From an optimization exercise on the open Yosys and OpenROAD flow, aimed at small area and a short achievable clock period; shortcuts taken in it are not production practice.
The RTL was checked by simulation tests, not by an equivalence proof against the original design.
No driver is modelled on the clock port, so clocking that relies on it looks cheaper here than on a real chip.
Power figures rest on the tool's default switching activity, not on a simulated workload.

`config.mk`:
```
export PLATFORM = sky130hd
export DESIGN_NAME = pmu_ahb
export DESIGN_NICKNAME = pmu_ahb
export VERILOG_FILES = /design/flow/design.v
export SDC_FILE = /design/flow/constraint.sdc
export NUM_CORES = 4
export LEC_CHECK = 0
export CAP_MARGIN = 20
export CORE_MARGIN = 2
export CORE_UTILIZATION = 60
export CTS_CLUSTER_DIAMETER = 80
export CTS_CLUSTER_SIZE = 24
export SETUP_SLACK_MARGIN = 3.0
export SLEW_MARGIN = 20
export SYNTH_HIERARCHICAL = 1
export SYNTH_MINIMUM_KEEP_SIZE = 0
export TNS_END_PERCENT = 10
```
`constraint.sdc`:
```
create_clock -name core_clock -period 5.0 [get_ports {clk_i}]
set_input_delay 1.0000 -clock core_clock [delete_from_list [all_inputs] [get_ports {clk_i}]]
set_output_delay 1.0000 -clock core_clock [all_outputs]
set_load 0.01 [all_outputs]
```
`design.v`:
```
package pmu_pkg;
    typedef enum logic [1:0] {
        HTRANS_IDLE   = 2'b00,
        HTRANS_BUSY   = 2'b01,
        HTRANS_NONSEQ = 2'b10,
        HTRANS_SEQ    = 2'b11
    } htrans_t;
    typedef enum logic {
        HRESP_OKAY  = 1'b0,
        HRESP_ERROR = 1'b1
    } hresp_t;
    typedef logic [32-1:0] reg_word_t;
    typedef logic [$clog2(12)-1:0] reg_idx_t;
    typedef logic [9-1:0] event_vec_t;
    typedef reg_word_t [12-1:0] reg_bank_t;
endpackage
module pmu_cnt_slice4 (
    input  logic       T,
    input  logic       h,
    input  logic       we,
    input  logic [3:0] q,
    input  logic [3:0] w,
    output logic [3:0] d,
    output logic       gn
);
    logic [3:0] tn;
    assign tn[0] = ~T;
    pmu_nand2 u_n1 (.a(T), .b(q[0]), .y(tn[1]));
    pmu_nand3 u_n2 (.a(T), .b(q[0]), .c(q[1]), .y(tn[2]));
    pmu_nand4 u_n3 (.a(T), .b(q[0]), .c(q[1]), .d(q[2]), .y(tn[3]));
    for (genvar i = 0; i < 4; i++) begin : g_b
        pmu_cnt_bit u_b (.tn(tn[i]), .h(h), .we(we), .q(q[i]), .w(w[i]), .d(d[i]));
    end
    pmu_nand4 u_g (.a(q[0]), .b(q[1]), .c(q[2]), .d(q[3]), .y(gn));
endmodule
module pmu_cnt_bit (
    input  logic tn,
    input  logic h,
    input  logic we,
    input  logic q,
    input  logic w,
    output logic d
);
    logic x;
    pmu_a22o  u_x (.a1(h), .a2(q), .b1(we), .b2(w), .y(x));
    pmu_xnor2 u_d (.a(x), .b(tn), .y(d));
endmodule
module pmu_a22oi (input logic a1, input logic a2, input logic b1, input logic b2, output logic y);
    assign y = ~((a1 & a2) | (b1 & b2));
endmodule
module pmu_a22o (input logic a1, input logic a2, input logic b1, input logic b2, output logic y);
    assign y = (a1 & a2) | (b1 & b2);
endmodule
module pmu_xnor2 (input logic a, input logic b, output logic y);
    assign y = ~(a ^ b);
endmodule
module pmu_and2 (input logic a, input logic b, output logic y);
    assign y = a & b;
endmodule
module pmu_nand2 (input logic a, input logic b, output logic y);
    assign y = ~(a & b);
endmodule
module pmu_nand3 (input logic a, input logic b, input logic c, output logic y);
    assign y = ~(a & b & c);
endmodule
module pmu_nand4 (input logic a, input logic b, input logic c, input logic d, output logic y);
    assign y = ~(a & b & c & d);
endmodule
module pmu_nor2 (input logic a, input logic b, output logic y);
    assign y = ~(a | b);
endmodule
module pmu_nor3 (input logic a, input logic b, input logic c, output logic y);
    assign y = ~(a | b | c);
endmodule
module pmu_nor4 (input logic a, input logic b, input logic c, input logic d, output logic y);
    assign y = ~(a | b | c | d);
endmodule
module pmu_or2 (input logic a, input logic b, output logic y);
    assign y = a | b;
endmodule
module pmu_and3 (input logic a, input logic b, input logic c, output logic y);
    assign y = a & b & c;
endmodule
module pmu_cnt_carry (
    input  logic       e,
    input  logic       f,
    input  logic [7:0] gn,
    output logic [7:0] T
);
    logic [3:1] lo;
    logic [7:5] hi;
    assign T[0]  = e;
    assign lo[1] = ~gn[0];
    pmu_nor2 u_l2 (.a(gn[0]), .b(gn[1]), .y(lo[2]));
    pmu_nor3 u_l3 (.a(gn[0]), .b(gn[1]), .c(gn[2]), .y(lo[3]));
    assign hi[5] = ~gn[4];
    pmu_nor2 u_h6 (.a(gn[4]), .b(gn[5]), .y(hi[6]));
    pmu_nor3 u_h7 (.a(gn[4]), .b(gn[5]), .c(gn[6]), .y(hi[7]));
    for (genvar j = 1; j < 4; j++) begin : g_tl
        pmu_and2 u_t (.a(e), .b(lo[j]), .y(T[j]));
    end
    pmu_and2 u_t4 (.a(e), .b(f), .y(T[4]));
    for (genvar j = 5; j < 8; j++) begin : g_th
        pmu_and3 u_t (.a(e), .b(f), .c(hi[j]), .y(T[j]));
    end
endmodule
module pmu_rd6 (
    input  logic [5:0] d,
    input  logic [5:0] s,
    output logic       y
);
    logic [2:0] p;
    assign p[0] = ~((d[0] & s[0]) | (d[1] & s[1]));
    assign p[1] = ~((d[2] & s[2]) | (d[3] & s[3]));
    assign p[2] = ~((d[4] & s[4]) | (d[5] & s[5]));
    assign y = ~&p;
endmodule
module pmu_rd_bit (
    input  logic [11:0] d,
    input  logic [11:0] s,
    output logic        yn
);
    logic [1:0] n;
    pmu_rd6 u_lo (.d(d[5:0]),  .s(s[5:0]),  .y(n[0]));
    pmu_rd6 u_hi (.d(d[11:6]), .s(s[11:6]), .y(n[1]));
    pmu_nor2 u_o (.a(n[0]), .b(n[1]), .y(yn));
endmodule
module pmu_and16 (
    input  logic [15:0] a,
    output logic        y
);
    logic [3:0] n;
    logic [1:0] m;
    for (genvar i = 0; i < 4; i++) begin : g_n
        pmu_nand4 u_n (.a(a[4*i]), .b(a[4*i+1]), .c(a[4*i+2]), .d(a[4*i+3]), .y(n[i]));
    end
    pmu_nor2 u_m0 (.a(n[0]), .b(n[1]), .y(m[0]));
    pmu_nor2 u_m1 (.a(n[2]), .b(n[3]), .y(m[1]));
    pmu_and2 u_y (.a(m[0]), .b(m[1]), .y(y));
endmodule
module pmu_ahb (
    input  logic                       clk_i,
    input  logic                       rstn_i,
    input  logic                       hsel_i,
    input  logic                       hreadyi_i,
    input  logic [32-1:0] haddr_i,
    input  logic                       hwrite_i,
    input  logic [1:0]                 htrans_i,
    input  logic [32-1:0]   hwdata_i,
    output logic                       hreadyo_o,
    output logic                       hresp_o,
    output logic [32-1:0]   hrdata_o,
    input  logic [9-1:0]  events_i,
    output logic                       intr_overflow_o
);
    localparam int W  = 32;
    localparam int NC = 9;
    logic       addr_valid;
    logic [3:0] addr_idx;
    logic [11:0] wr;
    assign addr_valid = hsel_i && hreadyi_i && htrans_i[1];
    assign addr_idx   = haddr_i[5:2];
    logic [11:0] wr_d;
    for (genvar i = 0; i < 12; i++) begin : g_wr_d
        assign wr_d[i] = addr_valid && hwrite_i && (addr_idx == 4'(i));
    end
    always_ff @(posedge clk_i or negedge rstn_i) begin
        if (!rstn_i) begin
            wr <= '0;
        end else begin
            wr <= wr_d;
        end
    end
    logic [W-1:0]  cfg_q, cfg_d;
    logic [W-1:0]  cnt_q [NC];
    logic [W-1:0]  cnt_d [NC];
    logic [W-1:0]  st_q, st_d;
    logic [W-1:0]  mask_q, mask_d;
    logic [NC-1:0] wrap;
    logic en, clr;
    assign en  = cfg_q[0];
    assign clr = cfg_q[1];
    logic wlo;
    pmu_and16 u_wlo (.a(hwdata_i[15:0]), .y(wlo));
    logic [NC-1:0] lo_q, lo_d;
    logic [NC-1:0] ce_q, ce_d;
    for (genvar k = 0; k < NC; k++) begin : g_ce
        assign ce_d[k] = cfg_d[0] && !cfg_d[1] && !wr_d[1+k];
    end
    for (genvar k = 0; k < NC; k++) begin : g_cnt
        logic       hold, ev, tick, lo_inc;
        logic [7:0] grpn, T;
        assign hold    = !wr[1+k] && !clr;
        assign ev      = en && events_i[k];
        pmu_and2 u_tick (.a(ce_q[k]), .b(events_i[k]), .y(tick));
        assign wrap[k] = tick && lo_q[k] && !(|grpn[7:4]);
        assign lo_inc  = !cnt_q[k][0] && (&cnt_q[k][3:1]) && !(|grpn[3:1]);
        assign lo_d[k] = wr[1+k] ? wlo : (hold && (ev ? lo_inc : lo_q[k]));
        pmu_cnt_carry u_carry (
            .e  (tick),
            .f  (lo_q[k]),
            .gn (grpn),
            .T  (T)
        );
        for (genvar j = 0; j < 8; j++) begin : g_slice
            pmu_cnt_slice4 u_slice (
                .T  (T[j]),
                .h  (hold),
                .we (wr[1+k]),
                .q  (cnt_q[k][4*j +: 4]),
                .w  (hwdata_i[4*j +: 4]),
                .d  (cnt_d[k][4*j +: 4]),
                .gn (grpn[j])
            );
        end
    end
    assign cfg_d  = wr[0]  ? hwdata_i : cfg_q;
    assign st_d   = (wr[10] ? hwdata_i : st_q) | W'(wrap);
    assign mask_d = wr[11] ? hwdata_i : mask_q;
    logic [11:0]  rsel;
    logic [3:0]   sel_lo;
    logic [2:0]   sel_hi;
    logic [W-1:0] rdn_d, rdn_q;
    for (genvar i = 0; i < 4; i++) begin : g_sel_lo
        assign sel_lo[i] = (addr_idx[1:0] == 2'(i));
    end
    for (genvar i = 0; i < 3; i++) begin : g_sel_hi
        assign sel_hi[i] = (addr_idx[3:2] == 2'(i));
    end
    logic [11:0]  rsel_b;
    for (genvar i = 0; i < 12; i++) begin : g_rsel
        pmu_and2 u_sel   (.a(sel_lo[i % 4]), .b(sel_hi[i / 4]), .y(rsel[i]));
        pmu_and2 u_sel_b (.a(sel_lo[i % 4]), .b(sel_hi[i / 4]), .y(rsel_b[i]));
    end
    for (genvar b = 0; b < W; b++) begin : g_rd
        logic [11:0] col;
        assign col[0]  = cfg_d[b];
        for (genvar k = 0; k < NC; k++) begin : g_col
            assign col[1+k] = cnt_d[k][b];
        end
        assign col[10] = st_d[b];
        assign col[11] = mask_d[b];
        pmu_rd_bit u_rd (
            .d (col),
            .s (b < W/2 ? rsel : rsel_b),
            .yn (rdn_d[b])
        );
    end
    logic intr_q;
    always_ff @(posedge clk_i or negedge rstn_i) begin
        if (!rstn_i) begin
            cfg_q  <= '0;
            st_q   <= '0;
            mask_q <= '0;
            rdn_q  <= '0;
            lo_q   <= '0;
            ce_q   <= '0;
            intr_q <= 1'b0;
        end else begin
            cfg_q  <= cfg_d;
            st_q   <= st_d;
            mask_q <= mask_d;
            rdn_q  <= rdn_d;
            lo_q   <= lo_d;
            ce_q   <= ce_d;
            intr_q <= |(st_d[NC-1:0] & mask_d[NC-1:0]);
        end
    end
    for (genvar k = 0; k < NC; k++) begin : g_cnt_ff
        always_ff @(posedge clk_i or negedge rstn_i) begin
            if (!rstn_i) cnt_q[k] <= '0;
            else         cnt_q[k] <= cnt_d[k];
        end
    end
    assign hrdata_o        = ~rdn_q;
    assign intr_overflow_o = intr_q;
    assign hreadyo_o       = 1'b1;
    assign hresp_o         = 1'b0;
endmodule
```
`flow/run.sh`:
```
#!/bin/bash
set -euo pipefail
here=$(pwd)
bash standard.sh "BUFFER_PORTS_ARGS=-buffer_cell sky130_fd_sc_hd__buf_2" \
  "POST_CTS_TCL=$here/flow/post_cts.tcl" finish > standard.log 2>&1
```
`flow/noroot.tcl`:
```
proc drop_clock_root {} {
  set block [ord::get_db_block]
  set root [$block findInst clkbuf_0_clk_i]
  if {$root == "NULL"} { error "no clock root buffer" }
  set innet [[$root findITerm A] getNet]
  set outnet [[$root findITerm X] getNet]
  set loads {}
  foreach it [$outnet getITerms] {
    if {[$it getInst] != $root} { lappend loads $it }
  }
  if {[llength $loads] > 4} {
    puts "drop_clock_root: root drives [llength $loads] cells, more than the port may; tree left as is"
    return
  }
  foreach it $loads { $it disconnect; $it connect $innet }
  [$root findITerm A] disconnect
  [$root findITerm X] disconnect
  odb::dbInst_destroy $root
  odb::dbNet_destroy $outnet
  puts "drop_clock_root: port now drives [llength $loads] buffers"
}
```
`flow/post_cts.tcl`:
```
# ORFS POST_CTS hook: take out the clock tree's root buffer, so the clock
# port drives the tree's first level directly, then let the CTS step's
# timing repair and legalization run again on the shorter tree.
source [file join [file dirname [info script]] noroot.tcl]
drop_clock_root
estimate_parasitics -placement
repair_timing_helper -setup_margin 3.1
detailed_placement
check_placement -verbose
estimate_parasitics -placement
report_clock_skew
report_worst_slack
```
`standard.sh`:
```
#!/bin/bash
# synth_recipe.tcl (not shown) runs the flow's synth.tcl, then flattens the netlist and writes it again
# the make line also repeats each setting of config.mk as NAME=value (left out here)
make -C /OpenROAD-flow-scripts/flow DESIGN_CONFIG=/design/flow/config.mk WORK_HOME=/design/flow/orfs CLKGATE_MAP_FILE= SYNTH_SCRIPT=/design/flow/synth_recipe.tcl "${@:-finish}"
```
==> run summary, run 1 <==
- Final Net Count: 2407
- VDD IR max: ~300 µV
- FF+latch count, synth: between 400 and 500
- Commonest cells after routing, fill and taps aside: dfrtp_1 (435), a22o_1 (297), xnor2_1 (277)
- Ys Warns: 10
- Fin worst setup slack: approximately 3 ns
- CP Launch Type: input port
- HP Start: cfg_q[31]
- WL met3: between 6000 and 7000 µm
- Synth area leaders: dfrtp_1 (49%), a22o_1 (11%), xnor2_1 (11%)
- Placement Setup Slack: 2.15 ns
- Worst-skew pair later-pin latency: around 0.44 ns
- Share of the clock period used by the worst path: 41.6%
- R2R cell count: 6
- Initial antenna violation count: 4
- Routed WL: approximately 74000 µm
- Reg-to-Reg Start: cnt_q[6][16]
- R2R Setup Slk: slightly below 3 ns
- Wire length on met1: ~30000 µm
- TritonRoute pass-1 iters: 6
- Vias per cell: 6.80
- Die Area: 39900 µm²
- Unrepaired setup endpoints after global routing: true
- CP Data Arrival Time: roughly 2.5 ns
- Hold Vio Cnt, Final: 0
- Mapped Nets: 2199
- Post-layout minimum cycle time: between 2 and 2.5 ns
- Yosys top cell by area: dfrtp_1
- Multi-input gate area: 11900 µm²
- Setup violators final: 0
- Number of max-cap violations: 0
- Largest net degree at the start of global routing: approximately 110
- Crit path to: rdn_q[1]
- Die H: around 200 µm
- F_max: 480 MHz
- Ys async rst share: 100%
- Reg2Reg Capture Point: rdn_q[6]
- Final-report max-slew violation count: 0
- TritonCTS sink count: 447
- Remaining antenna violation count: 0
- Via count: 19367
- Global-route wire length before repair: roughly 110000 µm
- All-Layer GR Usage: 37.2%
- Cells after Synth: 2119
- Clk_skew: ~0.024 ns
- Worst setup EP type: flip-flop
- Wire per inst: around 26 µm
- Worst min path class: flip-flop to flip-flop
- Grt total ovfl: 0
- Top sig layer: met5
- Met2 wire length: approximately 34000 µm
- Core Area: about 38000 µm²
- Worst endpoint required time: between 5 and 6 ns
- Setup_tns: 0 ns
- Mapped Area: roughly 23000 µm²
- Final Instance Area: about 27000 µm²
- Number of global-route vias before repair: between 15000 and 20000
- Initial Util: about 60%
- Clock Pin Slew Worst Setup and Hold Paths: around 0.10 ns
- Critical path peak fanout: 13
- Util after Layout: between 70% and 80%
- WS Path Type: input port to flip-flop
- Post-DP HPWL: ~47000 µm
- Cell Area, Placed: ~24000 µm²
- Least-Margin Pin Slew: ~0.86 ns
- Final Wtd Congestion: about 0.89
- Layout cell share with drive strength beyond 1: 21.4%
- CP startpoint: hwdata_i[1]
- Netlist cell types: 34
- DRT iter0 DRCs: between 1500 and 2000
- Slew headroom: around 43%
- Main flop type after synthesis: dfrtp_1
- # IOs: about 120
- Status: timing/DRC/antenna clean
- Sequential cell area: approximately 11000 µm²
- Die Width: around 200 µm
- Fill count: roughly 2900
- Seq/Total Area, Yosys: 48.7%
- Yosys top cell area share: just under 50%
- Most common cell after layout, fill and taps aside: dfrtp_1
- Remaining DRCs: 0
- Layout area overhead: 15.6%
- Syn_area_per_cell: ~11 µm²
- Row Count: 71
- CTS tree: yes
- PwrDens: 281 nW/µm²
- Total chip power: ~7.5 mW
- Post-synth EDFFs: 0
- Port Buffer Count: 83
- Static leakage: 11.3 nW
## modules after synthesis, one instance, submodules excluded, a selection
module / flops+latches / area [µm²] / cells
pmu_nand3: 0 / 5.00 / 1
pmu_rd6: 0 / 27.5 / 4
pmu_nand4: 0 / 6.26 / 1
pmu_nor3: 0 / 10.0 / 1
pmu_nand2: 0 / 3.75 / 1
pmu_nor2: 0 / 3.75 / 1
pmu_and2: 0 / 6.26 / 1
pmu_cnt_slice4: 0 / 3.75 / 1
pmu_and3: 0 / 6.26 / 1
pmu_xnor2: 0 / 8.76 / 1
pmu_ahb: 447 / 13200 / 729
pmu_a22o: 0 / 8.76 / 1
pmu_cnt_carry: 0 / 15.0 / 3
## routing by layer
layer	vias to the layer above	global-route usage [%]
met5	-	0
met4	2	17.7
met3	218	4.96
met2	1052	58.4
met1	9704	51.4
li1	8391	-
## layout make-up
class	count	area share, %
repair buffers	187	5.70
clock inverters	10	0.495
multi-input cells	1539	45.0
clock buffers	26	2.33
well taps	511	2.41
diodes	2	0.0189
inverters	128	1.83
flip-flops and latches	447	42.2
## Yosys cell counts (11+ instances only)
cell type and n:
dfrtp_1 447, a22o_1 297, xnor2_1 288, a22oi_1 194, nand4_1 158, nand3_1 136
inv_1 128, nand2_1 101, mux2_2 84, nor2_1 80, and2_1 73, and3_1 27
nor3_2 18, buf_4 11, mux2i_1 11, nor4_1 11
## registers in the layout (all words and copies together), names as in the netlist
register and flops:
cfg_q 32, st_q 32, intr_q 1, mask_q 32
rdn_q 32, cnt_q 288, ce_q 9, lo_q 9
wr 12
## worst max-delay path: stages
cell	delay, ns
buf_2	0.23
mux2i_1	0.18
a21boi_1	0.46
inv_1	0.13
a22oi_1	0.21
nand3_1	0.10
nor2_1	0.14
## stage by stage
step / hold slack [ns] / std cells
global placement: 0.480 / 2703
floorplan: 0.465 / 2119
finish: 0.504 / 2850
global route: 0.520 / 2849
detailed placement: 0.486 / 2703
## power breakdown
part	leakage, nW	total (mW)	internal [mW]	switching, mW
registers	5.98	4.10	3.87	0.228
clock network	0.358	2.24	0.974	1.27
logic	5.01	1.13	0.482	0.648
total	11.3	7.47	5.33	2.14
## cells by family (layout without fill, tap and decap cells)
| group | Yosys count | in the layout | share of synthesized area [%] |
|---|---|---|---|
| DFF | 447 | 447 | 48.7 |
| buffers and inverters | 154 | 351 | 2.85 |
| other | 2 | 4 | 0.0327 |
| muxes | 96 | 96 | 4.66 |
| and+or+nand+nor | 621 | 642 | 14.5 |
| xor gates and xnor gates | 288 | 288 | 11.0 |
| AOI/OAI and AO/OA | 511 | 511 | 18.2 |
## how the worst min path moves through the flow
stage                endpoint  cells after the start  slack (ns)
detailed placement   st_q[24]                      1        0.49
global placement     cfg_q[6]                      1        0.48
floorplan           mask_q[1]                      2        0.46
global route         cfg_q[7]                      1        0.52
finish              cfg_q[31]                      1        0.50
==> run 2: changes to the inputs <==
--- a/config.mk
+++ b/config.mk
@@ -7,10 +7,10 @@
 export LEC_CHECK = 0
 export CAP_MARGIN = 20
 export CORE_MARGIN = 2
-export CORE_UTILIZATION = 60
+export CORE_UTILIZATION = 70
 export CTS_CLUSTER_DIAMETER = 80
 export CTS_CLUSTER_SIZE = 24
-export SETUP_SLACK_MARGIN = 3.0
+export SETUP_SLACK_MARGIN = 2.8
 export SLEW_MARGIN = 20
 export SYNTH_HIERARCHICAL = 1
 export SYNTH_MINIMUM_KEEP_SIZE = 0
==> run summary, run 2 <==
- Status: timing/DRC/antenna clean (unchanged)
- R2R Setup Slk: 2.87 ns (was 2.97 ns)
- Slew headroom: 40.5% (was 42.7%)
- Final Net Count: 2320 (was 2407)
- Commonest cells in the netlist: dfrtp_1 (447), a22o_1 (297), xnor2_1 (288) (unchanged)
- Reg-to-Reg Start: cnt_q[1][17] (was cnt_q[6][16])
- CTS tree: yes (unchanged)
- # IOs: 115 (unchanged)
- All-Layer GR Usage: 37.5% (was 37.2%)
- WS Path Type: input port to flip-flop (unchanged)
- Global-route wire length before repair: 99700 µm (was 112000 µm)
- Final Wtd Congestion: 0.936 (was 0.893)
- Sequential cell area: 11200 µm² (about the same)
- Die Width: 185 µm (was 200 µm)
- Seq/Total Area, Yosys: 48.7% (unchanged)
- CP Data Arrival Time: 2.52 ns (was 2.45 ns)
- Post-synth EDFFs: 0 (unchanged)
- Unrepaired setup endpoints after global routing: true (unchanged)
- Post-layout minimum cycle time: 2.17 ns (was 2.08 ns)
- PwrDens: 277 nW/µm² (was 281 nW/µm²)
- Final Instance Area: 25300 µm² (was 26500 µm²)
- Cells after Synth: 2119 (unchanged)
- TritonRoute pass-1 iters: 5 (was 6)
- Vias per cell: 6.86 (was 6.80)
- Syn_area_per_cell: 10.8 µm² (unchanged)
- Biggest register: cnt_q (unchanged)
- Total chip power: 7.00 mW (was 7.47 mW)
- Fin worst setup slack: 2.83 ns (was 2.92 ns)
- Yosys top cell by area: dfrtp_1 (unchanged)
- Mapped Area: 23000 µm² (unchanged)
- VDD IR max: 295 µV (was 297 µV)
- Layout area overhead: 10.1% (was 15.6%)
- Row Count: 66 (was 71)
- Setup_tns: 0 ns (unchanged)
- Core Area: 32500 µm² (was 37700 µm²)
- Hold slack: 0.505 ns (was 0.504 ns)
- CP Launch Type: input port (unchanged)
- Clk_skew: 0.0282 ns (was 0.0243 ns)
- Number of diodes: 0 (was 2)
- Synth area leaders: dfrtp_1 (49%), a22o_1 (11%), xnor2_1 (11%) (unchanged)
- Ys Warns: 10 (unchanged)
- Netlist cell types: 34 (unchanged)
- Placement Setup Slack: 2.04 ns (was 2.15 ns)
- Clock Pin Slew Worst Setup and Hold Paths: 0.09 ns (was 0.10 ns)
- Util after Layout: 77.9% (was 70.5%)
- Initial antenna violation count: 0 (was 4)
- Die H: 185 µm (was 200 µm)
- Port Buffer Count: 83 (unchanged)
- Fill count: 2097 (was 2858)
- Static leakage: 10.7 nW (was 11.3 nW)
- Least-Margin Pin Slew: 0.892 ns (was 0.860 ns)
- Critical path peak fanout: 13 (unchanged)
- Ys async rst share: 100% (unchanged)
- Placed insts: 2634 (was 2703)
- Wire per inst: 23.7 µm (was 25.9 µm)
- CP startpoint: hwdata_i[8] (was hwdata_i[1])
- Fin cells: 2683 (was 2850)
- Share of the clock period used by the worst path: 43.4% (was 41.6%)
- Routed WL: 63600 µm (was 74000 µm)
- Worst min path class: flip-flop to flip-flop (unchanged)
- Main flop type after synthesis: dfrtp_1 (unchanged)
- Setup violators final: 0 (unchanged)
- F_max: 461 MHz (was 480 MHz)
- Worst endpoint required time: 5.35 ns (was 5.37 ns)
- Initial Util: 70.8% (was 61.0%)
- TritonCTS sink count: 447 (unchanged)
- R2R cell count: 7 (was 6)
- Number of max-cap violations: 0 (unchanged)
- DRT iter0 DRCs: 1529 (was 1874)
- Grt total ovfl: 0 (unchanged)
- Cell Area, Placed: 24000 µm² (was 24300 µm²)
- Remaining DRCs: 0 (unchanged)
- Number of global-route vias before repair: 18087 (was 18836)
- Largest net degree at the start of global routing: 114 (was 105)
- Reg2Reg Capture Point: rdn_q[1] (was rdn_q[6])
- Die Area: 34300 µm² (was 39900 µm²)
- Most common cell after layout, fill and taps aside: dfrtp_1 (unchanged)
- Final-report max-slew violation count: 0 (unchanged)
- Via count: 18399 (was 19367)
- Max reg flops: 288 (unchanged)
- Worst setup EP type: flip-flop (unchanged)
- Count leader, synth: dfrtp_1 (unchanged)
- Mapped Nets: 2199 (unchanged)
- Remaining antenna violation count: 0 (unchanged)
- Yosys top cell area share: 48.7% (unchanged)
- Hold Vio Cnt, Final: 0 (unchanged)
- FF+latch count, synth: 447 (unchanged)
- Worst-skew pair later-pin latency: 0.43 ns (was 0.44 ns)
- Post-DP HPWL: 45100 µm (was 47200 µm)
- Layout cell share with drive strength beyond 1: 16.8% (was 21.4%)
- Crit path to: lo_q[2] (was rdn_q[1])
- Multi-input gate area: 11600 µm² (was 11900 µm²)
- Commonest cells after routing, fill and taps aside: dfrtp_1 (437), a22o_1 (297), xnor2_1 (284) (was dfrtp_1 (435), a22o_1 (297), xnor2_1 (277))
## run 2: area by class of cell
type	instances	share of cell area [%]
Clock buffer	22	2.18
Clock inverter	2	0.148
Inverter	128	1.92
Multi-Input combinational cell	1522	45.9
Sequential cell	447	44.4
Tap cell	442	2.19
Timing Repair Buffer	119	3.28
Timing Repair inverter	1	0.0198
## run 2: how the worst min path moves through the flow
stage                          start          to  depth (start not counted)
final                      cfg_q[28]   cfg_q[28]                          1
after global routing      mask_q[15]  mask_q[15]                          1
after detailed placement    st_q[29]    st_q[29]                          1
after global placement      st_q[25]    st_q[25]                          1
after floorplan            mask_q[1]   mask_q[1]                          2
## run 2: routing by layer
metal | vias to the layer above | GRT usage (%) | wire, µm
li1 | 8186 | - | -
met1 | 9270 | 53.5 | 26500
met2 | 860 | 61.0 | 30100
met3 | 83 | 6.49 | 5730
met4 | 0 | 8.00 | 1220
met5 | - | 0 | 0
## run 2: modules after synthesis, one instance, submodules excluded, excerpt
module	area, µm²	cells	copies in the design
pmu_ahb	13200	729	1
pmu_rd6	27.5	4	64
pmu_cnt_carry	15.0	3	9
pmu_nor3	10.0	1	18
pmu_a22o	8.76	1	288
pmu_xnor2	8.76	1	288
pmu_and2	6.26	1	70
pmu_and3	6.26	1	27
pmu_nand4	6.26	1	148
pmu_nand3	5.00	1	72
pmu_cnt_slice4	3.75	1	72
pmu_nand2	3.75	1	72
pmu_nor2	3.75	1	52
## run 2: kinds of logic (layout without fill, tap and decap cells)
kind of cell / after synthesis / count (layout) / synth area share, %
mux: 96 / 96 / 4.66
other cells: 2 / 2 / 0.0327
simple gates: 621 / 625 / 14.5
flops: 447 / 447 / 48.7
xor+xnor: 288 / 288 / 11.0
compound gates: 511 / 511 / 18.2
buf+inv: 154 / 272 / 2.85
## run 2: worst max-delay path, stage by stage
cell,delay [ns]
buf_2,0.33
nand4_1,0.16
nor2_1,0.19
and2_1,0.56
a22o_1,0.25
## run 2: where the power goes
group          switching [mW]  total (mW)  internal, mW
Clock                    1.10        1.94         0.842
Sequential              0.239        4.10          3.86
Combinational           0.564       0.954         0.390
==> run 3: changes to the inputs <==
--- a/design.v
+++ b/design.v
@@ -23,12 +23,12 @@
     output logic [3:0] d,
     output logic       gn
 );
-    logic [3:0] tn;
-    assign tn[0] = ~T;
+    logic [3:1] tn;
     pmu_nand2 u_n1 (.a(T), .b(q[0]), .y(tn[1]));
     pmu_nand3 u_n2 (.a(T), .b(q[0]), .c(q[1]), .y(tn[2]));
     pmu_nand4 u_n3 (.a(T), .b(q[0]), .c(q[1]), .d(q[2]), .y(tn[3]));
-    for (genvar i = 0; i < 4; i++) begin : g_b
+    pmu_cnt_bit0 u_b0 (.t(T), .h(h), .we(we), .q(q[0]), .w(w[0]), .d(d[0]));
+    for (genvar i = 1; i < 4; i++) begin : g_b
         pmu_cnt_bit u_b (.tn(tn[i]), .h(h), .we(we), .q(q[i]), .w(w[i]), .d(d[i]));
     end
     pmu_nand4 u_g (.a(q[0]), .b(q[1]), .c(q[2]), .d(q[3]), .y(gn));
@@ -44,6 +44,21 @@
     logic x;
     pmu_a22o  u_x (.a1(h), .a2(q), .b1(we), .b2(w), .y(x));
     pmu_xnor2 u_d (.a(x), .b(tn), .y(d));
+endmodule
+module pmu_cnt_bit0 (
+    input  logic t,
+    input  logic h,
+    input  logic we,
+    input  logic q,
+    input  logic w,
+    output logic d
+);
+    logic x;
+    pmu_a22o u_x (.a1(h), .a2(q), .b1(we), .b2(w), .y(x));
+    pmu_xor2 u_d (.a(x), .b(t), .y(d));
+endmodule
+module pmu_xor2 (input logic a, input logic b, output logic y);
+    assign y = a ^ b;
 endmodule
 module pmu_a22oi (input logic a1, input logic a2, input logic b1, input logic b2, output logic y);
     assign y = ~((a1 & a2) | (b1 & b2));
@@ -214,9 +229,15 @@
             );
         end
     end
-    assign cfg_d  = wr[0]  ? hwdata_i : cfg_q;
-    assign st_d   = (wr[10] ? hwdata_i : st_q) | W'(wrap);
-    assign mask_d = wr[11] ? hwdata_i : mask_q;
+    logic [W-1:0] st_w;
+    logic [2:0]   keep;
+    assign keep = ~{wr[11], wr[10], wr[0]};
+    for (genvar b = 0; b < W; b++) begin : g_wk
+        pmu_a22o u_cfg  (.a1(wr[0]),  .a2(hwdata_i[b]), .b1(keep[0]), .b2(cfg_q[b]),  .y(cfg_d[b]));
+        pmu_a22o u_st   (.a1(wr[10]), .a2(hwdata_i[b]), .b1(keep[1]), .b2(st_q[b]),   .y(st_w[b]));
+        pmu_a22o u_mask (.a1(wr[11]), .a2(hwdata_i[b]), .b1(keep[2]), .b2(mask_q[b]), .y(mask_d[b]));
+    end
+    assign st_d = st_w | W'(wrap);
     logic [11:0]  rsel;
     logic [3:0]   sel_lo;
     logic [2:0]   sel_hi;
--- a/config.mk
+++ b/config.mk
@@ -7,7 +7,7 @@
 export LEC_CHECK = 0
 export CAP_MARGIN = 20
 export CORE_MARGIN = 2
-export CORE_UTILIZATION = 70
+export CORE_UTILIZATION = 60
 export CTS_CLUSTER_DIAMETER = 80
 export CTS_CLUSTER_SIZE = 24
 export SETUP_SLACK_MARGIN = 2.8
==> run summary, run 3 <==
- F_max: 470 MHz (was 461 MHz)
- Initial antenna violation count: 1 (was 0)
- Commonest cells after routing, fill and taps aside: dfrtp_1 (435), a22o_1 (393), xnor2_1 (208) (was dfrtp_1 (437), a22o_1 (297), xnor2_1 (284))
- Setup violators final: 0 (unchanged)
- Least-Margin Pin Slew: 0.741 ns (was 0.892 ns)
- Worst endpoint required time: 5.39 ns (was 5.35 ns)
- Number of global-route vias before repair: 18158 (was 18087)
- Die H: 197 µm (was 185 µm)
- Via count: 18345 (was 18399)
- Ys async rst share: 100% (unchanged)
- CP Data Arrival Time: 2.52 ns (about the same)
- Share of the clock period used by the worst path: 42.6% (was 43.4%)
- Initial Util: 61.0% (was 70.8%)
- CP max-delay cell: and2_1 (unchanged)
- Number of diodes: 0 (unchanged)
- Layout area overhead: 12.8% (was 10.1%)
- R2R cell count: 6 (was 7)
- Commonest cells in the netlist: dfrtp_1 (447), a22o_1 (393), xnor2_1 (216) (was dfrtp_1 (447), a22o_1 (297), xnor2_1 (288))
- PwrDens: 286 nW/µm² (was 277 nW/µm²)
- Reg2Reg Capture Point: intr_q (was rdn_q[1])
- Final Wtd Congestion: 0.926 (was 0.936)
- Unrepaired setup endpoints after global routing: true (unchanged)
- R2R Setup Slk: 2.89 ns (was 2.87 ns)
- # IOs: 115 (unchanged)
- Mapped Nets: 2113 (was 2199)
- Worst min path class: flip-flop to flip-flop (unchanged)
- Row Count: 70 (was 66)
- Wire per inst: 24.4 µm (was 23.7 µm)
- Worst-skew pair later-pin latency: 0.46 ns (was 0.43 ns)
- Cells after Synth: 2033 (was 2119)
- Post-synth EDFFs: 0 (unchanged)
- Count leader, synth: dfrtp_1 (unchanged)
- Layout cell share with drive strength beyond 1: 15.7% (was 16.8%)
- Max reg flops: 288 (unchanged)
- Synth area leaders: dfrtp_1 (50%), a22o_1 (15%), xnor2_1 (8.4%) (was dfrtp_1 (49%), a22o_1 (11%), xnor2_1 (11%))
- Reg-to-Reg Start: wr[10] (was cnt_q[1][17])
- Ys Warns: 10 (unchanged)
- Worst setup EP type: flip-flop (unchanged)
- Remaining DRCs: 0 (unchanged)
- Routed WL: 65600 µm (was 63600 µm)
- Global-route wire length before repair: 104000 µm (was 99700 µm)
- Most common cell after layout, fill and taps aside: dfrtp_1 (unchanged)
- Seq/Total Area, Yosys: 49.9% (was 48.7%)
- Netlist cell types: 32 (was 34)
- All-Layer GR Usage: 34.3% (was 37.5%)
- Clk_skew: 0.0291 ns (was 0.0282 ns)
- TritonCTS sink count: 447 (unchanged)
- Crit path to: lo_q[2] (unchanged)
- Cells along the critical path: buf_2, nand4_1, nor2_1, and2_1, a22o_1 (unchanged)
- WP depth: 5 (unchanged)
- Number of max-cap violations: 0 (unchanged)
- Core Area: 36700 µm² (was 32500 µm²)
- Final Net Count: 2291 (was 2320)
- Clock Pin Slew Worst Setup and Hold Paths: 0.09 ns (about the same)
- FF+latch count, synth: 447 (unchanged)
- Util after Layout: 68.9% (was 77.9%)
- Status: timing/DRC/antenna clean (unchanged)
- Slew headroom: 50.6% (was 40.5%)
- TritonRoute pass-1 iters: 7 (was 5)
- CP Launch Type: input port (unchanged)
- Die Width: 197 µm (was 185 µm)
- Fill count: 2755 (was 2097)
- Post-layout minimum cycle time: 2.13 ns (was 2.17 ns)
- Syn_area_per_cell: 11.0 µm² (was 10.8 µm²)
- Static leakage: 11.4 nW (was 10.7 nW)
- CTS tree: yes (unchanged)
- Grt total ovfl: 0 (unchanged)
- Main flop type after synthesis: dfrtp_1 (unchanged)
- CP startpoint: hwdata_i[15] (was hwdata_i[8])
- Yosys top cell by area: dfrtp_1 (unchanged)
- Port Buffer Count: 83 (unchanged)
- Top delay family on crit path: simple AND/OR/NAND/NOR gates (unchanged)
- Slowest stage delay, CP: 0.55 ns (was 0.56 ns)
- Post-DP HPWL: 46100 µm (was 45100 µm)
- Vias per cell: 6.82 (was 6.86)
- CP bufs+invs: 1 (unchanged)
- Yosys top cell area share: 49.9% (was 48.7%)
- Die Area: 38900 µm² (was 34300 µm²)
- Remaining antenna violation count: 0 (unchanged)
- WS Path Type: input port to flip-flop (unchanged)
- VDD IR max: 260 µV (was 295 µV)
- Biggest register: cnt_q (unchanged)
- Critical path peak fanout: 13 (unchanged)
- DRT iter0 DRCs: 1701 (was 1529)
- Largest net degree at the start of global routing: 125 (was 114)
- Final-report max-slew violation count: 0 (unchanged)
- Mapped Area: 22400 µm² (was 23000 µm²)
- Setup_tns: 0 ns (unchanged)
- Hold Vio Cnt, Final: 0 (unchanged)
run 3: cells by family after synthesis:
group	synth area share, %
xor+xnor	11.3
buf+inv	1.40
other cells	0.0335
flops	49.9
simple gates	14.8
compound gates	22.6
run 3: final cells by class:
class                           count  area [µm²]  share of cell area (%)
Multi-Input combinational cell   1517       11400                    44.9
Timing Repair Buffer              162        1140                    4.52
Clock buffer                       26         618                    2.45
Sequential cell                   447       11200                    44.4
Inverter                           57         221                   0.876
Timing Repair inverter              2        15.0                  0.0594
Tap cell                          468         586                    2.32
Clock inverter                     12         110                   0.436
run 3: worst reg2reg max path, cell delays in order, from the launching register on:
cell       delay [ns]
dfrtp_4          0.52
buf_4            0.26
a22o_1           0.31
a222oi_1         0.32
o41ai_1          0.16
a2111oi_2        0.26
nand3_1          0.13
run 3: worst min path at each step:
stage / start / endpoint / slack, ns / depth (start not counted)
after floorplan: mask_q[10] / mask_q[10] / 0.46 / 1
after global placement: st_q[11] / st_q[11] / 0.48 / 1
after detailed placement: cfg_q[21] / cfg_q[21] / 0.48 / 1
after global routing: cfg_q[30] / cfg_q[30] / 0.52 / 1
final: cfg_q[21] / cfg_q[21] / 0.50 / 1
run 3: through the flow:
stage	power (mW)	worst slack, ns	hold WS [ns]	instances	area (µm²)
2_1_floorplan	4.66	2.47	0.463	2033	22400
6_report	7.24	2.87	0.505	2691	25300
5_1_grt	7.53	2.80	0.518	2691	25300
3_5_place_dp	5.05	1.65	0.479	2587	23500
3_3_place_gp	5.01	1.71	0.478	2587	23500
run 3: per-layer routing:
metal / vias up / wire length [µm] / track usage [%]
met1: 9244 / 29200 / 50.5
met5: - / 9 / 0
met3: 109 / 4970 / 5.12
met4: 2 / 1550 / 8.05
met2: 763 / 29800 / 54.0
li1: 8227 / - / -
run 3: Yosys stat by module (local to each module, per instance), a selection:
module | flops+latches | cell area (µm²)
pmu_rd6 | 0 | 27.5
pmu_cnt_carry | 0 | 15.0
pmu_a22o | 0 | 8.76
pmu_nand4 | 0 | 6.26
pmu_xnor2 | 0 | 8.76
pmu_and3 | 0 | 6.26
pmu_nor2 | 0 | 3.75
pmu_and2 | 0 | 6.26
pmu_nand3 | 0 | 5.00
pmu_ahb | 447 | 12100
pmu_nand2 | 0 | 3.75
pmu_xor2 | 0 | 8.76
run 3: power breakdown:
group | internal, mW | switching, mW | leakage, nW
logic | 0.389 | 0.576 | 5.04
registers | 3.87 | 0.232 | 5.98
clock network | 0.926 | 1.24 | 0.355
total | 5.19 | 2.05 | 11.4
==> run 4: changes to the inputs <==
--- a/config.mk
+++ b/config.mk
@@ -10,7 +10,7 @@
 export CORE_UTILIZATION = 60
 export CTS_CLUSTER_DIAMETER = 80
 export CTS_CLUSTER_SIZE = 24
-export SETUP_SLACK_MARGIN = 2.8
+export SETUP_SLACK_MARGIN = 3.0
 export SLEW_MARGIN = 20
 export SYNTH_HIERARCHICAL = 1
 export SYNTH_MINIMUM_KEEP_SIZE = 0
==> run summary, run 4 <==
- F_max: 477 MHz (was 470 MHz)
- TritonCTS sink count: 447 (unchanged)
- Port Buffer Count: 83 (unchanged)
- Post-DP HPWL: 47700 µm (was 46100 µm)
- Vias per cell: 7.11 (was 6.82)
- R2R cell count: 6 (unchanged)
- Worst endpoint required time: 4.00 ns (was 5.39 ns)
- Commonest cells after routing, fill and taps aside: dfrtp_1 (437), a22o_1 (390), xnor2_1 (214) (was dfrtp_1 (435), a22o_1 (393), xnor2_1 (208))
- Cells after Synth: 2033 (unchanged)
- DRT iter0 DRCs: 2011 (was 1701)
- Status: timing/DRC/antenna clean (unchanged)
- Final Net Count: 2326 (was 2291)
- VDD IR max: 262 µV (was 260 µV)
- Slew headroom: 41.6% (was 50.6%)
- Count leader, synth: dfrtp_1 (unchanged)
- Remaining DRCs: 0 (unchanged)
- Clk_skew: 0.0269 ns (was 0.0291 ns)
- Share of the clock period used by the worst path: 41.9% (was 42.6%)
- Syn_area_per_cell: 11.0 µm² (unchanged)
- Worst hold endpoint: cfg_q[26] (was cfg_q[21])
- Yosys top cell by area: dfrtp_1 (unchanged)
- Ys Warns: 10 (unchanged)
- Number of global-route vias before repair: 19263 (was 18158)
- Mapped Area: 22400 µm² (unchanged)
- Clock Pin Slew Worst Setup and Hold Paths: 0.10 ns (was 0.09 ns)
- R2R Setup Slk: 2.94 ns (was 2.89 ns)
- Wire per inst: 27.4 µm (was 24.4 µm)
- Hold depth: 1 (unchanged)
- All-Layer GR Usage: 38.1% (was 34.3%)
- Worst-skew pair later-pin latency: 0.45 ns (was 0.46 ns)
- Static leakage: 11.7 nW (was 11.4 nW)
- Routed WL: 74800 µm (was 65600 µm)
- Synth area leaders: dfrtp_1 (50%), a22o_1 (15%), xnor2_1 (8.4%) (unchanged)
- Reg-to-Reg Start: cnt_q[7][20] (was wr[10])
- Largest net degree at the start of global routing: 104 (was 125)
- Via count: 19405 (was 18345)
- Die H: 197 µm (unchanged)
- CTS tree: yes (unchanged)
- Max reg flops: 288 (unchanged)
- CP startpoint: rdn_q[0] (was hwdata_i[15])
- Least-Margin Pin Slew: 0.875 ns (was 0.741 ns)
- Row Count: 70 (unchanged)
- Post-layout minimum cycle time: 2.10 ns (was 2.13 ns)
- # IOs: 115 (unchanged)
- CP Launch Type: flip-flop (was input port)
- Most common cell after layout, fill and taps aside: dfrtp_1 (unchanged)
- Die Width: 197 µm (unchanged)
- Number of max-cap violations: 0 (unchanged)
- Global-route wire length before repair: 113000 µm (was 104000 µm)
- Setup violators final: 0 (unchanged)
- WS Path Type: flip-flop to output port (was input port to flip-flop)
- Reg2Reg Capture Point: rdn_q[7] (was intr_q)
- Core Area: 36700 µm² (unchanged)
- Critical path peak fanout: 1 (was 13)
- CP Data Arrival Time: 1.10 ns (was 2.52 ns)
- Hold Vio Cnt, Final: 0 (unchanged)
- Netlist cell types: 32 (unchanged)
- Remaining antenna violation count: 0 (unchanged)
- Main flop type after synthesis: dfrtp_1 (unchanged)
- Biggest register: cnt_q (unchanged)
- Worst setup EP type: output port (was flip-flop)
- Post-synth EDFFs: 0 (unchanged)
- Grt total ovfl: 0 (unchanged)
- Commonest cells in the netlist: dfrtp_1 (447), a22o_1 (393), xnor2_1 (216) (unchanged)
- Total chip power: 7.57 mW (was 7.24 mW)
- Setup_tns: 0 ns (unchanged)
- Unrepaired setup endpoints after global routing: true (unchanged)
- PwrDens: 290 nW/µm² (was 286 nW/µm²)
- Layout cell share with drive strength beyond 1: 18.5% (was 15.7%)
- Seq/Total Area, Yosys: 49.9% (unchanged)
- Die Area: 38900 µm² (unchanged)
- Initial Util: 61.0% (unchanged)
- Yosys top cell area share: 49.9% (unchanged)
- Worst min path class: flip-flop to flip-flop (unchanged)
- FF+latch count, synth: 447 (unchanged)
- Initial antenna violation count: 2 (was 1)
- Mapped Nets: 2113 (unchanged)
- HP Start: cfg_q[26] (was cfg_q[21])
- TritonRoute pass-1 iters: 5 (was 7)
- Final-report max-slew violation count: 0 (unchanged)
- Final Wtd Congestion: 0.902 (was 0.926)
- Layout area overhead: 16.4% (was 12.8%)
- Ys async rst share: 100% (unchanged)
[run 4: cell count changes in the layout (fill, tap and decap cells not counted), moves of 8 or more]
| cell | before | now |
|---|---|---|
| and2_4 | 30 | 55 |
| a22oi_2 | 10 | 18 |
| a22oi_1 | 183 | 175 |
| buf_6 | 15 | 6 |
| buf_12 | 4 | 23 |
| nor2_4 | 8 | 20 |
| and2_1 | 32 | 6 |
[run 4: layout make-up]
| type | count | area (µm²) |
|---|---|---|
| timing repair inverter | 2 | 15.0 |
| tap | 468 | 586 |
| sequential | 447 | 11200 |
| antenna | 1 | 2.50 |
| inverter | 57 | 225 |
| fill | 2741 | 10600 |
| timing repair buffer | 185 | 1610 |
| multi-input combinational | 1527 | 11600 |
| clock buffer | 28 | 668 |
| clock inverter | 14 | 183 |
[run 4: kinds of logic after synthesis]
group	after synthesis	share of synthesized area (%)
flip-flops	447	49.9
other	2	0.0335
AND/OR/NAND/NOR	616	14.8
AO/OA/AOI/OAI	608	22.6
buffers and inverters	72	1.40
XOR/XNOR	288	11.3
[run 4: per-stage QoR]
stage	cell area, µm²	utilization [%]	hold WS, ns	std cells	setup WS (ns)
global placement	23800	64.8	0.478	2584	2.01
global route	26100	71.1	0.512	2728	2.84
detailed placement	23800	64.8	0.479	2584	1.99
floorplan	22700	-	0.463	2033	2.88
finish	26100	71.1	0.506	2729	2.90
[run 4: worst max-delay path by stage]
stage | cells past startpoint | to
2_1_floorplan | 6 | intr_q
6_report | 2 | hrdata_o[0]
3_3_place_gp | 6 | rdn_q[14]
3_5_place_dp | 6 | rdn_q[14]
5_1_grt | 8 | rdn_q[15]
[run 4: Yosys stat by module, one instance, submodules excluded, excerpt]
module / flip-flops and latches / cells / copies in the design / cell area, µm²
pmu_cnt_carry: 0 / 3 / 9 / 15.0
pmu_ahb: 447 / 619 / 1 / 12100
pmu_a22o: 0 / 1 / 384 / 8.76
pmu_nand2: 0 / 1 / 72 / 3.75
pmu_and2: 0 / 1 / 70 / 6.26
pmu_and3: 0 / 1 / 27 / 6.26
pmu_nand3: 0 / 1 / 72 / 5.00
pmu_nor3: 0 / 1 / 18 / 10.0
pmu_nor2: 0 / 1 / 52 / 3.75
[run 4: metal layers]
metal / wire length (µm) / track usage (%) / part of all wire (%) / vias to the layer above
met3: 6460 / 5.05 / 8.6 / 263
met4: 4600 / 21.2 / 6.2 / 2
met1: 29900 / 52.2 / 40 / 9746
met2: 33900 / 59.2 / 45 / 1062
li1: - / - / - / 8332
met5: 13 / 0 / 0.017 / -
[run 4: worst max-delay path, stage by stage, from the launching register on]
cell	delay [ns]
dfrtp_1	0.44
inv_1	0.08
buf_2	0.13
[run 4: power breakdown]
| part | switching, mW | internal, mW | leakage, nW |
|---|---|---|---|
| Combinational | 0.620 | 0.435 | 5.31 |
| Sequential | 0.246 | 3.87 | 5.99 |
| Clock | 1.33 | 1.07 | 0.410 |
| Total | 2.20 | 5.38 | 11.7 |
==> run 5: changes to the inputs <==
--- a/config.mk
+++ b/config.mk
@@ -10,8 +10,8 @@
 export CORE_UTILIZATION = 60
 export CTS_CLUSTER_DIAMETER = 80
 export CTS_CLUSTER_SIZE = 24
-export SETUP_SLACK_MARGIN = 3.0
+export SETUP_SLACK_MARGIN = 2.8
 export SLEW_MARGIN = 20
 export SYNTH_HIERARCHICAL = 1
 export SYNTH_MINIMUM_KEEP_SIZE = 0
-export TNS_END_PERCENT = 10
+export TNS_END_PERCENT = 5
==> run summary, run 5 <==
- Clock power frac: 30.1% (was 31.7%)
- Worst-skew pair later-pin latency: 0.46 ns (was 0.45 ns)
- Setup_tns: 0 ns (unchanged)
- Row Count: 70 (unchanged)
- Number of max-cap violations: 0 (unchanged)
- Critical path peak fanout: 12 (was 1)
- Post-synth EDFFs: 0 (unchanged)
- Initial antenna violation count: 0 (was 2)
- Cell Area, Placed: 23500 µm² (was 23800 µm²)
- WS Path Type: input port to flip-flop (was flip-flop to output port)
- Yosys top cell area share: 49.9% (unchanged)
- Share of the clock period used by the worst path: 43.7% (was 41.9%)
- CP Data Arrival Time: 2.53 ns (was 1.10 ns)
- Net Switching: 2.05 mW (was 2.20 mW)
- Number of diodes: 0 (was 1)
- Global-route wire length before repair: 102000 µm (was 113000 µm)
- Final-report max-slew violation count: 0 (unchanged)
- Die Area: 38900 µm² (unchanged)
- Via count: 18296 (was 19405)
- Die H: 197 µm (unchanged)
- Remaining DRCs: 0 (unchanged)
- CP bufs+invs: 1 (was 2)
- Netlist cell types: 32 (unchanged)
- PwrDens: 289 nW/µm² (was 290 nW/µm²)
- Fill count: 2778 (was 2741)
- Cells along the critical path: buf_2, and2_4, and3_1, nand2_1, xnor2_1, a22oi_1, nand3_2, nor2_1 (was inv_1, buf_2)
- Slowest stage delay, CP: 0.26 ns (was 0.44 ns)
- DRT iter0 DRCs: 1769 (was 2011)
- Hold Vio Cnt, Final: 0 (unchanged)
- CTS tree: yes (unchanged)
- Wire per inst: 24.4 µm (was 27.4 µm)
- Largest net degree at the start of global routing: 125 (was 104)
- All-Layer GR Usage: 33.9% (was 38.1%)
- FF+latch count, synth: 447 (unchanged)
- Main flop type after synthesis: dfrtp_1 (unchanged)
- Grt total ovfl: 0 (unchanged)
- Layout cell share with drive strength beyond 1: 13.8% (was 18.5%)
- Syn_area_per_cell: 11.0 µm² (unchanged)
- Most common cell after layout, fill and taps aside: dfrtp_1 (unchanged)
- Gate power share: 13.2% (was 13.9%)
- VDD IR max: 260 µV (was 262 µV)
- Clock Pin Slew Worst Setup and Hold Paths: 0.09 ns (was 0.10 ns)
- Final Instance Area: 25000 µm² (was 26100 µm²)
- Slew headroom: 49.5% (was 41.6%)
- Biggest register: cnt_q (unchanged)
- Mapped Area: 22400 µm² (unchanged)
- Commonest cells in the netlist: dfrtp_1 (447), a22o_1 (393), xnor2_1 (216) (unchanged)
- Ys async rst share: 100% (unchanged)
- Worst setup EP type: flip-flop (was output port)
- Count leader, synth: dfrtp_1 (unchanged)
- Top delay family on crit path: simple AND/OR/NAND/NOR gates (was flip-flops)
- TritonRoute pass-1 iters: 5 (unchanged)
- Mapped Nets: 2113 (unchanged)
- Worst min path class: flip-flop to flip-flop (unchanged)
- Layout area overhead: 11.5% (was 16.4%)
- Max reg flops: 288 (unchanged)
- Final Net Count: 2269 (was 2326)
- Sw Ratio: 28.4% (was 29.0%)
- Seq/Total Area, Yosys: 49.9% (unchanged)
- Static leakage: 11.3 nW (was 11.7 nW)
- Final Wtd Congestion: 0.926 (was 0.902)
- # IOs: 115 (unchanged)
- CP Launch Type: input port (was flip-flop)
- Least-Margin Pin Slew: 0.757 ns (was 0.875 ns)
- Remaining antenna violation count: 0 (unchanged)
- Die Width: 197 µm (unchanged)
- Post-layout minimum cycle time: 2.18 ns (was 2.10 ns)
- Yosys top cell by area: dfrtp_1 (unchanged)
- Commonest cells after routing, fill and taps aside: dfrtp_1 (438), a22o_1 (393), xnor2_1 (216) (was dfrtp_1 (437), a22o_1 (390), xnor2_1 (214))
- Reg power frac: 56.8% (was 54.4%)
- Synth area leaders: dfrtp_1 (50%), a22o_1 (15%), xnor2_1 (8.4%) (unchanged)
- Routed WL: 65200 µm (was 74800 µm)
- Ys Warns: 10 (unchanged)
- Post-DP HPWL: 46100 µm (was 47700 µm)
- Setup violators final: 0 (unchanged)
- Port Buffer Count: 83 (unchanged)
- Core Area: 36700 µm² (unchanged)
- TritonCTS sink count: 447 (unchanged)
- Status: timing/DRC/antenna clean (unchanged)
- Cells after Synth: 2033 (unchanged)
- Vias per cell: 6.86 (was 7.11)
- F_max: 458 MHz (was 477 MHz)
- Initial Util: 61.0% (unchanged)
- Worst endpoint required time: 5.35 ns (was 4.00 ns)
- CP max-delay cell: and3_1 (was dfrtp_1)
- Unrepaired setup endpoints after global routing: true (unchanged)
- Number of global-route vias before repair: 17900 (was 19263)
- Clk_skew: 0.0327 ns (was 0.0269 ns)
- Int Pwr: 5.17 mW (was 5.38 mW)
==> run 5: cell counts after synthesis <==
No cell type changed its count.
==> run 5: area by class of cell <==
class	instances	area [µm²]	area share (%)
multi-input combinational	1514	11200	44.8
clock buffer	26	618	2.47
tap	468	586	2.34
timing repair buffer	143	1030	4.11
clock inverter	12	110	0.441
inverter	57	221	0.886
timing repair inverter	2	15.0	0.0601
sequential	447	11200	44.9
==> run 5: power by group through the flow <==
stage | combinational [mW] | sequential (mW) | clock, mW
after floorplan | 0.560 | 4.10 | 0
after global placement | 0.854 | 4.16 | 0
after detailed placement | 0.877 | 4.17 | 0
after global routing | 1.03 | 4.14 | 2.36
final | 0.952 | 4.10 | 2.17
==> run 5: modules after synthesis (local to each module, per instance), excerpt <==
module,cells inside,times used
pmu_and2,1,70
pmu_nor3,1,18
pmu_rd6,4,64
pmu_xor2,1,72
pmu_cnt_carry,3,9
pmu_a22o,1,384
==> run 5: path summary, 6_finish.rpt <==
check / start / endpoint / slack (ns) / cells past startpoint
setup / recovery: events_i[4] / rdn_q[29] / 2.82 / 8
hold / removal: cfg_q[21] / cfg_q[21] / 0.50 / 1
setup reg to reg: cnt_q[1][16] / rdn_q[22] / 2.88 / 9
hold reg to reg: cfg_q[21] / cfg_q[21] / 0.50 / 1
max in group asynchronous: rstn_i / wr[3] / 3.27 / 2
min in group asynchronous: rstn_i / cnt_q[7][18] / 0.56 / 1
==> run 5: kinds of logic after synthesis <==
| logic type | count (synthesis) | synth area share [%] |
|---|---|---|
| xor+xnor | 288 | 11.3 |
| simple gates | 616 | 14.8 |
| flops | 447 | 49.9 |
| buf+inv | 72 | 1.40 |
| compound gates | 608 | 22.6 |
| other cells | 2 | 0.0335 |
==> run 5: layer usage <==
metal,GRT usage (%),vias up,routed length (µm),share of wire [%]
met5,0,-,0,0
met4,7.16,0,1280,2.0
met3,4.85,89,5120,7.8
met2,53.7,763,29900,46
met1,50.2,9267,29000,44
li1,-,8177,-,-
==> run 5: worst register-to-register path, stage by stage (launching register included) <==
cell and delay [ns]:
dfrtp_1 0.41, nand4_1 0.23, buf_4 0.22, inv_1 0.04, and3_1 0.23, nand3_1 0.11
xnor2_1 0.15, a22oi_1 0.34, nand3_1 0.18, nor2_1 0.11
==> run 5: stage by stage <==
step / worst slack (ns) / cells / util [%] / power (mW) / hold WS, ns
2_1_floorplan: 2.47 / 2033 / - / 4.66 / 0.463
3_3_place_gp: 1.71 / 2587 / 64.1 / 5.01 / 0.478
3_5_place_dp: 1.65 / 2587 / 64.1 / 5.05 / 0.479
5_1_grt: 2.78 / 2669 / 68.1 / 7.52 / 0.518
6_report: 2.82 / 2669 / 68.1 / 7.22 / 0.502
==> run 6: changes to the inputs <==
--- a/config.mk
+++ b/config.mk
@@ -7,11 +7,11 @@
 export LEC_CHECK = 0
 export CAP_MARGIN = 20
 export CORE_MARGIN = 2
-export CORE_UTILIZATION = 60
+export CORE_UTILIZATION = 65
 export CTS_CLUSTER_DIAMETER = 80
 export CTS_CLUSTER_SIZE = 24
 export SETUP_SLACK_MARGIN = 2.8
 export SLEW_MARGIN = 20
 export SYNTH_HIERARCHICAL = 1
 export SYNTH_MINIMUM_KEEP_SIZE = 0
-export TNS_END_PERCENT = 5
+export TNS_END_PERCENT = 10
==> run summary, run 6 <==
- Status: timing/DRC/antenna clean (unchanged)
- Worst endpoint required time: 5.30 ns (was 5.35 ns)
- Yosys top cell by area: dfrtp_1 (unchanged)
- Global-route wire length before repair: 104000 µm (was 102000 µm)
- Largest net degree at the start of global routing: 132 (was 125)
- Initial Util: 66.5% (was 61.0%)
- Number of max-cap violations: 0 (unchanged)
- HP Start: st_q[23] (was cfg_q[21])
- Slowest stage delay, CP: 0.47 ns (was 0.26 ns)
- Wire per inst: 25.0 µm (was 24.4 µm)
- Critical path peak fanout: 13 (was 12)
- Max reg flops: 288 (unchanged)
- Post-Synth Simple-Gate Area: 14.8% (unchanged)
- Synth Area in Compound Gates: 22.6% (unchanged)
- Fill count: 2362 (was 2778)
- FF+latch count, synth: 447 (unchanged)
- Worst-skew pair later-pin latency: 0.44 ns (was 0.46 ns)
- CP Data Arrival Time: 2.59 ns (was 2.53 ns)
- Layout cell share with drive strength beyond 1: 14.4% (was 13.8%)
- Hold depth: 1 (unchanged)
- Worst min path class: flip-flop to flip-flop (unchanged)
- Die Width: 190 µm (was 197 µm)
- Post-synthesis mux area share: 0% (unchanged)
- Row Count: 67 (was 70)
- Yosys top cell area share: 49.9% (unchanged)
- Least-Margin Pin Slew: 0.729 ns (was 0.757 ns)
- Port Buffer Count: 83 (unchanged)
- CP max-delay cell: a222oi_1 (was and3_1)
- Remaining antenna violation count: 0 (unchanged)
- Ys Warns: 10 (unchanged)
- Final Net Count: 2272 (was 2269)
- WP depth: 6 (was 8)
- Final-report max-slew violation count: 0 (unchanged)
- PwrDens: 283 nW/µm² (was 289 nW/µm²)
- Most common cell after layout, fill and taps aside: dfrtp_1 (unchanged)
- Slew headroom: 51.4% (was 49.5%)
- Number of diodes: 0 (unchanged)
- Commonest cells in the netlist: dfrtp_1 (447), a22o_1 (393), xnor2_1 (216) (unchanged)
- Post-DP HPWL: 45300 µm (was 46100 µm)
- Via count: 18673 (was 18296)
- Setup_tns: 0 ns (unchanged)
- CP bufs+invs: 1 (unchanged)
- R2R cell count: 7 (was 9)
- Clk_skew: 0.0242 ns (was 0.0327 ns)
- CP startpoint: hwdata_i[5] (was events_i[4])
- Hold Vio Cnt, Final: 0 (unchanged)
- Worst setup EP type: flip-flop (unchanged)
- F_max: 437 MHz (was 458 MHz)
- Static leakage: 11.3 nW (about the same)
- Top delay family on crit path: compound AO/OA/AOI/OAI gates (was simple AND/OR/NAND/NOR gates)
- Synth area leaders: dfrtp_1 (50%), a22o_1 (15%), xnor2_1 (8.4%) (unchanged)
- Area share of fa/ha/maj cells after synthesis: 0% (unchanged)
- All-Layer GR Usage: 36.9% (was 33.9%)
- Setup violators final: 0 (unchanged)
- Post-layout minimum cycle time: 2.29 ns (was 2.18 ns)
- Remaining DRCs: 0 (unchanged)
- Biggest register: cnt_q (unchanged)
- Initial antenna violation count: 0 (unchanged)
- Ys async rst share: 100% (unchanged)
- Share of the clock period used by the worst path: 45.8% (was 43.7%)
- Commonest cells after routing, fill and taps aside: dfrtp_1 (436), a22o_1 (391), xnor2_1 (215) (was dfrtp_1 (438), a22o_1 (393), xnor2_1 (216))
- Syn_area_per_cell: 11.0 µm² (unchanged)
- VDD IR max: 331 µV (was 260 µV)
- Unrepaired setup endpoints after global routing: true (unchanged)
- CTS tree: yes (unchanged)
- Hold slack: 0.505 ns (was 0.502 ns)
- TritonCTS sink count: 447 (unchanged)
- Seq/Total Area, Yosys: 49.9% (unchanged)
- Main flop type after synthesis: dfrtp_1 (unchanged)
- Routed WL: 66200 µm (was 65200 µm)
- Die H: 190 µm (was 197 µm)
- Mapped Nets: 2113 (unchanged)
- Core Area: 33700 µm² (was 36700 µm²)
- Vias per cell: 7.05 (was 6.86)
- Netlist cell types: 32 (unchanged)
- Final Wtd Congestion: 0.937 (was 0.926)
- XOR/XNOR Fraction of Synth Area: 11.3% (unchanged)
- Clock Pin Slew Worst Setup and Hold Paths: 0.10 ns (was 0.09 ns)
- Layout area overhead: 12.3% (was 11.5%)
- Die Area: 36000 µm² (was 38900 µm²)
- Number of global-route vias before repair: 18073 (was 17900)
- Reg-to-Reg Start: wr[10] (was cnt_q[1][16])
- DRT iter0 DRCs: 1705 (was 1769)
- CP Launch Type: input port (unchanged)
- Cells after Synth: 2033 (unchanged)
- WS Path Type: input port to flip-flop (unchanged)
- Grt total ovfl: 0 (unchanged)
- TritonRoute pass-1 iters: 8 (was 5)
- Count leader, synth: dfrtp_1 (unchanged)
- Largest family of logic cells by synthesized area: compound AO/OA/AOI/OAI gates (unchanged)
- Cells along the critical path: clkbuf_4, a22o_1, a222oi_1, o41ai_2, a2111oi_2, nand3_1 (was buf_2, and2_4, and3_1, nand2_1, xnor2_1, a22oi_1, nand3_2, nor2_1)
- # IOs: 115 (unchanged)
- Post-synth EDFFs: 0 (unchanged)
- Mapped Area: 22400 µm² (unchanged)
run 6: changes by cell type in the layout (fill, tap and decap cells not counted), sizes merged:
cell    change
inv         -8
and2        +2
clkinv      +2
bufbuf      +1
nor2        +1
run 6: modules after synthesis, one instance, submodules excluded, excerpt:
module         area (µm²)  times used  cells  flops+latches
pmu_xnor2            8.76         216      1              0
pmu_nand3            5.00          72      1              0
pmu_ahb             12100           1    619            447
pmu_and3             6.26          27      1              0
pmu_nor3             10.0          18      1              0
pmu_and2             6.26          70      1              0
pmu_rd6              27.5          64      4              0
pmu_nand4            6.26         148      1              0
pmu_cnt_carry        15.0           9      3              0
pmu_a22o             8.76         384      1              0
pmu_nand2            3.75          72      1              0
pmu_xor2             8.76          72      1              0
pmu_nor2             3.75          52      1              0
run 6: routing by layer:
layer	part of all wire [%]	up-vias	GRT usage, %
met5	0	-	0
met4	2.0	0	7.93
met3	9.1	103	6.40
met2	47	910	58.9
met1	42	9452	53.7
li1	-	8208	-
run 6: path summary, 6_finish.rpt:
check	endpoint	slack, ns
max	intr_q	2.71
min	st_q[23]	0.51
max reg2reg	intr_q	2.75
min reg2reg	st_q[23]	0.51
max in group asynchronous	wr[3]	3.34
min in group asynchronous	mask_q[19]	0.52
run 6: cells by family (layout without fill, tap and decap cells):
| logic type | Yosys count | in the layout |
|---|---|---|
| AO/OA/AOI/OAI | 608 | 608 |
| XOR/XNOR | 288 | 288 |
| AND/OR/NAND/NOR | 616 | 619 |
| other | 2 | 2 |
| buffers and inverters | 72 | 235 |
| flip-flops | 447 | 447 |
run 6: layout make-up:
cell class	count	area, µm²	area share [%]
timing repair buffer	145	1170	4.64
inverter	57	229	0.910
clock buffer	25	572	2.27
tap	448	561	2.23
clock inverter	6	52.6	0.209
multi-input combinational	1517	11300	45.0
sequential	447	11200	44.6
timing repair inverter	2	15.0	0.0597
run 6: metrics by stage:
stage / area (µm²) / instances / power [mW] / util [%] / worst slack, ns
6_report: 25100 / 2647 / 7.11 / 74.6 / 2.71
3_3_place_gp: 23500 / 2563 / 5.00 / 69.6 / 1.70
5_1_grt: 25100 / 2647 / 7.36 / 74.6 / 2.68
2_1_floorplan: 22400 / 2033 / 4.66 / - / 2.47
3_5_place_dp: 23500 / 2563 / 5.04 / 69.6 / 1.58
run 6: power breakdown:
| part | switching [mW] | internal [mW] | total (mW) |
|---|---|---|---|
| sequential | 0.239 | 3.87 | 4.11 |
| clock | 1.17 | 0.832 | 2.01 |
| combinational | 0.591 | 0.411 | 1.00 |
| total | 2.00 | 5.11 | 7.11 |

==> re-timing with driven ports <==
The results above use ideal ports. As a check the final layouts listed here were re-extracted and re-timed, cells and wires unchanged.
Step 1 (the two cells are an assumption about what drives the block):
set clk [get_ports {clk_i}]
set_driving_cell -lib_cell sky130_fd_sc_hd__clkbuf_16 $clk
set_driving_cell -lib_cell sky130_fd_sc_hd__buf_2 [delete_from_list [all_inputs] $clk]
Step 2 moves the port delays by t, midway between the first and last clock arrival at a register: inputs arrive t later, outputs are due t later. That takes back most of the time a late clock gives input paths.
a / b / c = no drivers / after step 1 / after step 2; a / b = the first two.
| run | shift t [ns] | setup WS [ns] | worst slew at a driven data input, ns | pins driven straight from the clock port |
|---|---|---|---|---|
| run 1 | 0.506 | 2.919 / 2.852 / 2.451 | 0.10 | 2 |
| run 2 | 0.486 | 2.831 / 2.873 / 2.389 | 0.05 | 2 |
| run 3 | 0.516 | 2.873 / 2.858 / 2.410 | 0.07 | 2 |
| run 4 | 0.518 | 2.905 / 2.825 / 2.435 | 0.16 | 2 |
| run 5 | 0.511 | 2.816 / 2.860 / 2.353 | 0.07 | 2 |
| run 6 | 0.499 | 2.711 / 2.746 / 2.264 | 0.05 | 2 |
After both steps every run listed still meets setup and hold. The setup slack of run 4, which loses most, moves by -0.080 ns with the drivers and by -0.470 ns with both steps.
